This is an optimization exercise on Yosys and OpenROAD, whose aim is small area, not a production implementation.
Function was checked by simulation only, so behaviour that the tests miss may differ from the original.
Power figures rest on the tool's default switching activity, not on a simulated workload.

==> 12-07 <==
==> flow/design.v (excerpt) <==
module mips_multi #(
  parameter int unsigned ADDR_W   = 32,
  parameter logic [31:0] RESET_PC = 32'h0000_0000
) (
  input  logic              clk,
  input  logic              rst,
  output logic              mem_req,
  output logic              mem_we,
  output logic [ADDR_W-1:0] mem_addr,
  output logic [31:0]       mem_wdata,
  input  logic [31:0]       mem_rdata,
  input  logic              mem_ready,
  output logic              halted,
  output logic [31:0]       retired
);
Settings: LEC_CHECK=0, ABC_AREA=1, CAP_MARGIN=0, CORE_MARGIN=2, CORE_UTILIZATION=55, SLEW_MARGIN=0; clock period 10.0 ns.
standard.sh (not shown) runs the stock make flow with config.mk's settings and CLKGATE_MAP_FILE= SYNTH_SCRIPT=/design/flow/synth_recipe.tcl, a recipe that flattens the netlist after the stock synthesis.
==> flow/flow/run.sh <==
#!/bin/bash
# Standard ORFS layout (the standard.sh) with two changes in how it is made:
# the port buffers use the smallest buffer cell (every port still gets one), and
# clock tree synthesis runs with its own arguments (no dummy balancing loads).
set -euo pipefail
export BUFFER_PORTS_ARGS="-buffer_cell sky130_fd_sc_hd__buf_1"
export CTS_ARGS="-sink_clustering_enable -repair_clock_nets -dont_use_dummy_load -buf_list sky130_fd_sc_hd__clkbuf_4 -sink_clustering_size 10 -sink_clustering_max_diameter 50"
bash standard.sh > standard_flow.log 2>&1
==> 03-05: changes against 12-07 <==
--- a/flow/design.v
+++ b/flow/design.v
@@ -54,15 +54,15 @@
   assign ph0     = (r_ph == 5'd0);
   assign ph31    = (r_ph == 5'd31);
   assign ph_ge2  = (r_ph >= 5'd2);
   assign ph_le15 = (r_ph <= 5'd15);
   assign ph_le17 = (r_ph <= 5'd17);
   assign ph_le27 = (r_ph <= 5'd27);
   logic st_clr, st_ex1, st_ex2_run, st_st;
-  assign st_clr = (r_state == S_CLR) || rst;
+  assign st_clr = (r_state == S_CLR);
   assign st_ex1 = (r_state == S_EX1);
   assign st_st  = (r_state == S_ST);
   assign st_ex2_run = (r_state == S_EX2) || (st_st && mem_ready && ph0);
   logic c_rtype, c_add, c_sub, c_and, c_or, c_slt, c_addi, c_lw, c_sw, c_beq, c_j, c_jal, c_jr, c_halt;
   assign c_add  = (r_cls == C_ADD);
   assign c_sub  = (r_cls == C_SUB);
   assign c_and  = (r_cls == C_AND);
@@ -83,23 +83,18 @@
   always_comb begin
     for (int i = 0; i < 32; i++) q0[i] = r_ring[i][0];
     q0[0] = 1'b0;
   end
   assign p = r_ring[0][0];
   assign k = r_cnt[0];
   logic a, b;
-  logic [31:0] oh_a, oh_b;
-  always_comb for (int i = 0; i < 32; i++) begin
-    oh_a[i] = (r_rs == i[4:0]);
-    oh_b[i] = (r_rt == i[4:0]);
-  end
-  assign a = |(q0 & oh_a);
-  assign b = |(q0 & oh_b);
+  assign a = q0[r_rs];
+  assign b = q0[r_rt];
   logic immb;
-  assign immb = (c_beq || ph_le15) ? r_x[0] : r_sgn;
+  assign immb = (c_beq ? ph_le17 : ph_le15) ? r_x[0] : r_sgn;
   logic opb, cin, s, cout;
   assign opb  = (c_add ? b : 1'b0) | (c_sub || c_slt ? ~b : 1'b0) | (c_addi || c_lw || c_sw ? immb : 1'b0);
   assign cin  = ph0 ? (c_sub || c_slt) : r_c;
   assign s    = a ^ opb ^ cin;
   assign cout = (a & opb) | (a & cin) | (opb & cin);
   logic ne_all, taken, lt;
   assign ne_all = (!ph0 && r_flag) || (a ^ b);
@@ -155,15 +150,15 @@
   always_ff @(posedge clk) begin
     for (int i = 0; i < 32; i++)
       if (adec_hi[i / 4] && adec_lo[i % 4]) r_addr[i] <= anb && !rst;
   end
   logic xsh, x_ld;
   assign xsh = (st_ex1 && (c_addi || c_lw || c_sw)) ||
                (st_ex1 && (c_j || c_jal) && ph_ge2) ||
-               (st_ex2_run && c_beq && ph_ge2 && (r_ph <= 5'd16)) ||
+               (st_ex2_run && c_beq && ph_ge2) ||
                (st_ex2_run && c_lw);
   logic pass31, req_end;
   assign pass31 = ph31 && (st_clr || st_ex1 || (r_state == S_EX2));
   assign req_end = st_clr || (r_state == S_EX2) ||
                    (st_ex1 && !c_slt && !c_sw && !c_halt && !(c_beq && taken));
   always_comb begin
     mem_req = 1'b0;
@@ -236,15 +231,15 @@
       r_rt  <= mem_rdata[20:16];
       r_sgn <= mem_rdata[15];
     end
   end
   always_ff @(posedge clk) begin
     if (rst) begin
       r_state <= S_CLR;
-      r_ph    <= 5'd1;
+      r_ph    <= 5'd0;
     end else begin
       r_ph <= r_ph + 5'd1;
       case (r_state)
         S_CLR: if (ph31) r_state <= mem_ready ? S_EX1 : S_FW;
         S_EX1: if (ph31) begin
           if (c_halt) r_state <= S_HLT;
           else if (c_sw) r_state <= S_ST;
==> flow/run.sh (new file) <==
#!/bin/bash
# synth_recipe.tcl (not shown) runs the flow's synth.tcl, then flattens the netlist and writes it again
# the make line also repeats each setting of config.mk as NAME=value (left out here)
make -C /OpenROAD-flow-scripts/flow DESIGN_CONFIG=/design/flow/config.mk WORK_HOME=/design/flow/orfs CLKGATE_MAP_FILE= SYNTH_SCRIPT=/design/flow/synth_recipe.tcl finish
==> flow/config.mk (replaced) <==
export PLATFORM = sky130hd
export DESIGN_NAME = mips_multi
export DESIGN_NICKNAME = mips_multi
export VERILOG_FILES = /design/flow/design.v
export SDC_FILE = /design/flow/constraint.sdc
export NUM_CORES = 4
export LEC_CHECK = 0
export CAP_MARGIN = 0
export CORE_MARGIN = 2
export CORE_UTILIZATION = 40
export CTS_BUF_LIST = sky130_fd_sc_hd__clkbuf_16
export CTS_CLUSTER_DIAMETER = 60
export CTS_CLUSTER_SIZE = 40
export SLEW_MARGIN = 0
removed: flow/flow/run.sh
removed: flow/standard.sh
==> 04-10: changes against 12-07 <==
--- a/flow/design.v
+++ b/flow/design.v
@@ -54,15 +54,15 @@
   assign ph0     = (r_ph == 5'd0);
   assign ph31    = (r_ph == 5'd31);
   assign ph_ge2  = (r_ph >= 5'd2);
   assign ph_le15 = (r_ph <= 5'd15);
   assign ph_le17 = (r_ph <= 5'd17);
   assign ph_le27 = (r_ph <= 5'd27);
   logic st_clr, st_ex1, st_ex2_run, st_st;
-  assign st_clr = (r_state == S_CLR) || rst;
+  assign st_clr = (r_state == S_CLR);
   assign st_ex1 = (r_state == S_EX1);
   assign st_st  = (r_state == S_ST);
   assign st_ex2_run = (r_state == S_EX2) || (st_st && mem_ready && ph0);
   logic c_rtype, c_add, c_sub, c_and, c_or, c_slt, c_addi, c_lw, c_sw, c_beq, c_j, c_jal, c_jr, c_halt;
   assign c_add  = (r_cls == C_ADD);
   assign c_sub  = (r_cls == C_SUB);
   assign c_and  = (r_cls == C_AND);
@@ -83,23 +83,18 @@
   always_comb begin
     for (int i = 0; i < 32; i++) q0[i] = r_ring[i][0];
     q0[0] = 1'b0;
   end
   assign p = r_ring[0][0];
   assign k = r_cnt[0];
   logic a, b;
-  logic [31:0] oh_a, oh_b;
-  always_comb for (int i = 0; i < 32; i++) begin
-    oh_a[i] = (r_rs == i[4:0]);
-    oh_b[i] = (r_rt == i[4:0]);
-  end
-  assign a = |(q0 & oh_a);
-  assign b = |(q0 & oh_b);
+  assign a = q0[r_rs];
+  assign b = q0[r_rt];
   logic immb;
-  assign immb = (c_beq || ph_le15) ? r_x[0] : r_sgn;
+  assign immb = (c_beq ? ph_le17 : ph_le15) ? r_x[0] : r_sgn;
   logic opb, cin, s, cout;
   assign opb  = (c_add ? b : 1'b0) | (c_sub || c_slt ? ~b : 1'b0) | (c_addi || c_lw || c_sw ? immb : 1'b0);
   assign cin  = ph0 ? (c_sub || c_slt) : r_c;
   assign s    = a ^ opb ^ cin;
   assign cout = (a & opb) | (a & cin) | (opb & cin);
   logic ne_all, taken, lt;
   assign ne_all = (!ph0 && r_flag) || (a ^ b);
@@ -155,15 +150,15 @@
   always_ff @(posedge clk) begin
     for (int i = 0; i < 32; i++)
       if (adec_hi[i / 4] && adec_lo[i % 4]) r_addr[i] <= anb && !rst;
   end
   logic xsh, x_ld;
   assign xsh = (st_ex1 && (c_addi || c_lw || c_sw)) ||
                (st_ex1 && (c_j || c_jal) && ph_ge2) ||
-               (st_ex2_run && c_beq && ph_ge2 && (r_ph <= 5'd16)) ||
+               (st_ex2_run && c_beq && ph_ge2) ||
                (st_ex2_run && c_lw);
   logic pass31, req_end;
   assign pass31 = ph31 && (st_clr || st_ex1 || (r_state == S_EX2));
   assign req_end = st_clr || (r_state == S_EX2) ||
                    (st_ex1 && !c_slt && !c_sw && !c_halt && !(c_beq && taken));
   always_comb begin
     mem_req = 1'b0;
@@ -236,15 +231,15 @@
       r_rt  <= mem_rdata[20:16];
       r_sgn <= mem_rdata[15];
     end
   end
   always_ff @(posedge clk) begin
     if (rst) begin
       r_state <= S_CLR;
-      r_ph    <= 5'd1;
+      r_ph    <= 5'd0;
     end else begin
       r_ph <= r_ph + 5'd1;
       case (r_state)
         S_CLR: if (ph31) r_state <= mem_ready ? S_EX1 : S_FW;
         S_EX1: if (ph31) begin
           if (c_halt) r_state <= S_HLT;
           else if (c_sw) r_state <= S_ST;
==> flow/run.sh (new file) <==
#!/bin/bash
# synth_recipe.tcl (not shown) runs the flow's synth.tcl, then flattens the netlist and writes it again
# the make line also repeats each setting of config.mk as NAME=value (left out here)
make -C /OpenROAD-flow-scripts/flow DESIGN_CONFIG=/design/flow/config.mk WORK_HOME=/design/flow/orfs CLKGATE_MAP_FILE= SYNTH_SCRIPT=/design/flow/synth_recipe.tcl finish
==> flow/config.mk (replaced) <==
export PLATFORM = sky130hd
export DESIGN_NAME = mips_multi
export DESIGN_NICKNAME = mips_multi
export VERILOG_FILES = /design/flow/design.v
export SDC_FILE = /design/flow/constraint.sdc
export NUM_CORES = 4
export LEC_CHECK = 0
export CAP_MARGIN = 20
export CORE_MARGIN = 2
export CORE_UTILIZATION = 40
export CTS_BUF_LIST = sky130_fd_sc_hd__clkbuf_4
export SLEW_MARGIN = 20
removed: flow/flow/run.sh
removed: flow/standard.sh
==> run notes <==
                                                                                 12-07                    03-05                    04-10
Run status                                                     complete, no violations  complete, no violations  complete, no violations
Post-place setup slack                                                        3.612 ns                 2.216 ns                 2.216 ns
TAP cells                                                                          664                      882                      882
Share of layout cells above drive strength 1                                    7.559%                   7.659%                   21.54%
Hold worst-path end                                                r_ring[336]$_DFF_P_      r_ring[729]$_DFF_P_      r_ring[129]$_DFF_P_
Die outline height                                                            227.1 um                 266.8 um                 266.8 um
Pwr dens                                                                 223.2 nW/um^2            232.4 nW/um^2            250.8 nW/um^2
Portion of total power attributed to sequential cells                            70.6%                    62.9%                    55.8%
Clock-pin transition on the worst setup and hold timing paths                  0.10 ns                  0.12 ns                  0.06 ns
Final GP Congestion                                                             0.8552                   0.7894                   0.7894
Non-clock buffer instance count of the final layout                                136                      139                      139
Slew HR                                                                         19.91%                   32.67%                   31.33%
Period minus WS final                                                         6.423 ns                 7.805 ns                 7.909 ns
Synthesized-area fraction occupied by and/or/nand/nor cells                     7.251%                   4.561%                   4.561%
Hold Crit Start                                                    r_ring[337]$_DFF_P_      r_ring[730]$_DFF_P_      r_ring[130]$_DFF_P_
Seq pwr                                                                        4640 uW                  4630 uW                  4630 uW
Final Cell Area                                                             29440 um^2               31680 um^2               33110 um^2
Sequential fraction of total cell area                                          80.78%                   75.06%                   71.83%

## re-timing with driven ports
The results above use ideal ports. As a check the final layouts listed here were re-extracted and re-timed, cells and wires unchanged.
Step 1 sets driving cells, clkbuf_16 on the clock port and buf_2 on the other inputs (assumed; they add their load-dependent delay and slew).
Step 2 also shifts input and output timing later by t, the mid clock arrival at the registers, as if the neighbouring blocks saw the same clock.
Three values: ideal, step 1, step 2; two values: the first two.
| run | t, ns | setup WS [ns] | worst setup path after step 2 | clock arrival spread, ns | cell pins on the clock port's net |
|---|---|---|---|---|---|
| 12-07 | 0.941 | 3.577 / 3.526 / 3.560 | input to output | 0.079 / 0.079 | 1 |
| 03-05 | 0.664 | 2.195 / 2.151 / 2.151 | input to output | 0.050 / 0.049 | 1 |
| 04-10 | 1.026 | 2.091 / 2.043 / 2.134 | input to output | 0.140 / 0.141 | 1 |
After both steps every run listed still meets setup and hold. The setup slack of 03-05, which loses most, moves by -0.044 ns with the drivers and by -0.044 ns with both steps.
